Source: an optimization exercise on an open RTL-to-GDS flow (aim: small area). Production flows keep margins and buffers that such runs may drop. The RTL was checked by simulation tests, not by an equivalence proof against the original design.

==> flow/design.v <==
package regfile_2r1w_pkg;
  localparam logic MODE_SCRIBBLE  = 1'b0;
  localparam logic MODE_INTERPRET = 1'b1;
  localparam int DEF_DATA_W = 32;
  localparam int DEF_DEPTH  = 32;
  localparam int DEF_ADDR_W = 5;
  typedef enum logic {
    ST_IDLE  = 1'b0,
    ST_CLEAR = 1'b1
  } rf_state_e;
endpackage
module rf_hold (
  input  logic en_n,
  input  logic wd_n,
  input  logic q,
  output logic d
);
  assign d = ~((en_n | wd_n) & ~(en_n & q));
endmodule
module rf_aoi222 (
  input  logic a1, a2, b1, b2, c1, c2,
  output logic y
);
  assign y = ~((a1 & a2) | (b1 & b2) | (c1 & c2));
endmodule
module rf_nand11 (
  input  logic [10:0] x,
  output logic        y
);
  assign y = ~(&x);
endmodule
module regfile_read_port
#(
  parameter int N = 33
) (
  input  logic [N-1:0] sel,
  input  logic [N-1:0] data,
  output logic         y
);
  logic [10:0] x;
  for (genvar g = 0; g < 11; g++) begin : g_aoi
    rf_aoi222 u_aoi (
      .a1(sel[3*g]),   .a2(data[3*g]),
      .b1(sel[3*g+1]), .b2(data[3*g+1]),
      .c1(sel[3*g+2]), .c2(data[3*g+2]),
      .y (x[g])
    );
  end
  rf_nand11 u_or (.x(x), .y(y));
endmodule
module regfile_2r1w
#(
  parameter int DATA_W   = regfile_2r1w_pkg::DEF_DATA_W,
  parameter int DEPTH    = regfile_2r1w_pkg::DEF_DEPTH,
  parameter int ADDR_W   = regfile_2r1w_pkg::DEF_ADDR_W,
  parameter int ZERO_REG = 1
) (
  input  logic              clk,
  input  logic              reset,
  input  logic              mode,
  input  logic              write_enable,
  input  logic [ADDR_W-1:0] waddr,
  input  logic [DATA_W-1:0] wdata,
  input  logic              rd_en,
  input  logic [ADDR_W-1:0] raddr_a,
  input  logic [ADDR_W-1:0] raddr_b,
  output logic [DATA_W-1:0] rdata_a,
  output logic [DATA_W-1:0] rdata_b,
  output logic              rvalid,
  input  logic              clear_req,
  output logic              busy
);
  logic [DEPTH-1:1][DATA_W-1:0] mem;
  logic [DEPTH-1:1][DATA_W-1:0] mem_nxt;
  logic [DEPTH-1:1]             valid;
  logic [DEPTH-1:1]             we;
  logic [DEPTH-1:1]             we_n;
  logic [DATA_W-1:0]            wd_n;
  logic [ADDR_W-1:0]            clr_cnt;
  logic wr_accept;
  logic rd_accept;
  logic hit_a, hit_b;
  logic [DEPTH:0]      sel_a, sel_b;
  logic [DATA_W-1:0]   rdata_a_nxt, rdata_b_nxt;
  always_comb begin
    wr_accept = !busy && write_enable && (waddr != '0);
    rd_accept = !busy && rd_en && (mode == regfile_2r1w_pkg::MODE_INTERPRET);
    wd_n      = ~wdata;
    for (int r = 1; r < DEPTH; r++) begin
      we[r]   = wr_accept && (waddr == ADDR_W'(r));
      we_n[r] = !we[r];
    end
    hit_a = wr_accept && (waddr == raddr_a);
    hit_b = wr_accept && (waddr == raddr_b);
    sel_a[0] = !rd_accept;
    sel_b[0] = !rd_accept;
    sel_a[1] = rd_accept && hit_a;
    sel_b[1] = rd_accept && hit_b;
    for (int r = 1; r < DEPTH; r++) begin
      sel_a[r+1] = rd_accept && !hit_a && valid[r] && (raddr_a == ADDR_W'(r));
      sel_b[r+1] = rd_accept && !hit_b && valid[r] && (raddr_b == ADDR_W'(r));
    end
  end
  always_ff @(posedge clk or posedge reset) begin
    if (reset) begin
      busy    <= 1'b0;
      clr_cnt <= '0;
      rvalid  <= 1'b0;
    end else begin
      rvalid <= rd_accept;
      if (busy) begin
        clr_cnt <= clr_cnt + 1'b1;
        if (clr_cnt == ADDR_W'(DEPTH - 1)) busy <= 1'b0;
      end else if (clear_req) begin
        busy <= 1'b1;
      end
    end
  end
  always_ff @(posedge clk or posedge reset) begin
    if (reset) begin
      valid <= '0;
    end else begin
      valid <= busy ? '0 : (valid | we);
    end
  end
  for (genvar r = 1; r < DEPTH; r++) begin : g_row
    for (genvar c = 0; c < DATA_W; c++) begin : g_bit
      rf_hold u_hold (
        .en_n (we_n[r]),
        .wd_n (wd_n[c]),
        .q    (mem[r][c]),
        .d    (mem_nxt[r][c])
      );
    end
  end
  always_ff @(posedge clk) begin
    mem <= mem_nxt;
  end
  for (genvar c = 0; c < DATA_W; c++) begin : g_col
    logic [DEPTH:0] da, db;
    assign da[0] = rdata_a[c];
    assign db[0] = rdata_b[c];
    assign da[1] = wdata[c];
    assign db[1] = wdata[c];
    for (genvar r = 1; r < DEPTH; r++) begin : g_ent
      assign da[r+1] = mem[r][c];
      assign db[r+1] = mem[r][c];
    end
    regfile_read_port #(.N(DEPTH+1)) u_rd_a (.sel(sel_a), .data(da), .y(rdata_a_nxt[c]));
    regfile_read_port #(.N(DEPTH+1)) u_rd_b (.sel(sel_b), .data(db), .y(rdata_b_nxt[c]));
  end
  always_ff @(posedge clk or posedge reset) begin
    if (reset) begin
      rdata_a <= '0;
      rdata_b <= '0;
    end else begin
      rdata_a <= rdata_a_nxt;
      rdata_b <= rdata_b_nxt;
    end
  end
endmodule
==> flow/config.mk <==
export PLATFORM = sky130hd
export DESIGN_NAME = regfile_2r1w
export DESIGN_NICKNAME = regfile_2r1w
export VERILOG_FILES = /design/flow/design.v
export SDC_FILE = /design/flow/constraint.sdc
export NUM_CORES = 4
export LEC_CHECK = 0
export CAP_MARGIN = 5
export CELL_PAD_IN_SITES_DETAIL_PLACEMENT = 1
export CELL_PAD_IN_SITES_GLOBAL_PLACEMENT = 2
export CORE_MARGIN = 2
export CORE_UTILIZATION = 50
export SLEW_MARGIN = 5
export SYNTH_HIERARCHICAL = 1
==> flow/constraint.sdc <==
create_clock -name core_clock -period 5.0 [get_ports {clk}]
set_input_delay 1.0000 -clock core_clock [delete_from_list [all_inputs] [get_ports {clk}]]
set_output_delay 1.0000 -clock core_clock [all_outputs]
set_load 0.01 [all_outputs]
standard.sh (not shown) runs the stock make flow with config.mk's settings and CLKGATE_MAP_FILE= SYNTH_SCRIPT=/design/flow/synth_recipe.tcl, a recipe that flattens the netlist after the stock synthesis.
==> flow/flow/run.sh <==
#!/bin/bash
# The standard layout (the standard.sh, unchanged synthesis), with two
# placement/CTS options passed to ORFS through its own variables:
#  - port buffers use the smallest buffer cell instead of the default pick;
#  - clock tree synthesis with small clock buffers and no dummy loads.
set -euo pipefail
export BUFFER_PORTS_ARGS="-buffer_cell sky130_fd_sc_hd__buf_1"
export CTS_ARGS="-sink_clustering_enable -repair_clock_nets -buf_list {sky130_fd_sc_hd__clkbuf_4 sky130_fd_sc_hd__clkbuf_8} -dont_use_dummy_load -sink_clustering_size 16 -sink_clustering_max_diameter 60"
bash standard.sh > standard_flow.log 2>&1
The first run finished with timing, DRC and antenna clean.
Then changed:
Settings changed: CORE_UTILIZATION 50 to 62.
Effect: The changed run aborted during global placement without I/O (3_1_place_gp_skip_io); synthesized area is unchanged; synthesized cell count stays the same.

[separate check: timing with driven ports]
No port has a modelled driver above. Below, the same layout with a new extraction and two added sets of constraints. Step 1: set_driving_cell puts a clkbuf_16 on clk and a buf_2 on each other input, an assumption about the parent block. Step 2 times the ports against the registers' clock, not the clock port: input delays grow and output delays shrink by t, the midpoint of the rising clock arrivals with the driver on. a / b / c = ideal ports / drivers / drivers and shift; a / b = the first two.
run: the first run
t (ns): 0.825
setup WS [ns]: 1.190 / 1.190 / 0.426
worst hold slack (ns): 0.308 / 0.266 / 0.467
clock arrival spread, ns: 0.058 / 0.057
worst register clock-pin slew, ns: 0.11 / 0.11
After both steps setup and hold are still met in the first run. The setup slack of the first run moves by 0.000 ns with the drivers and by -0.764 ns with both steps.
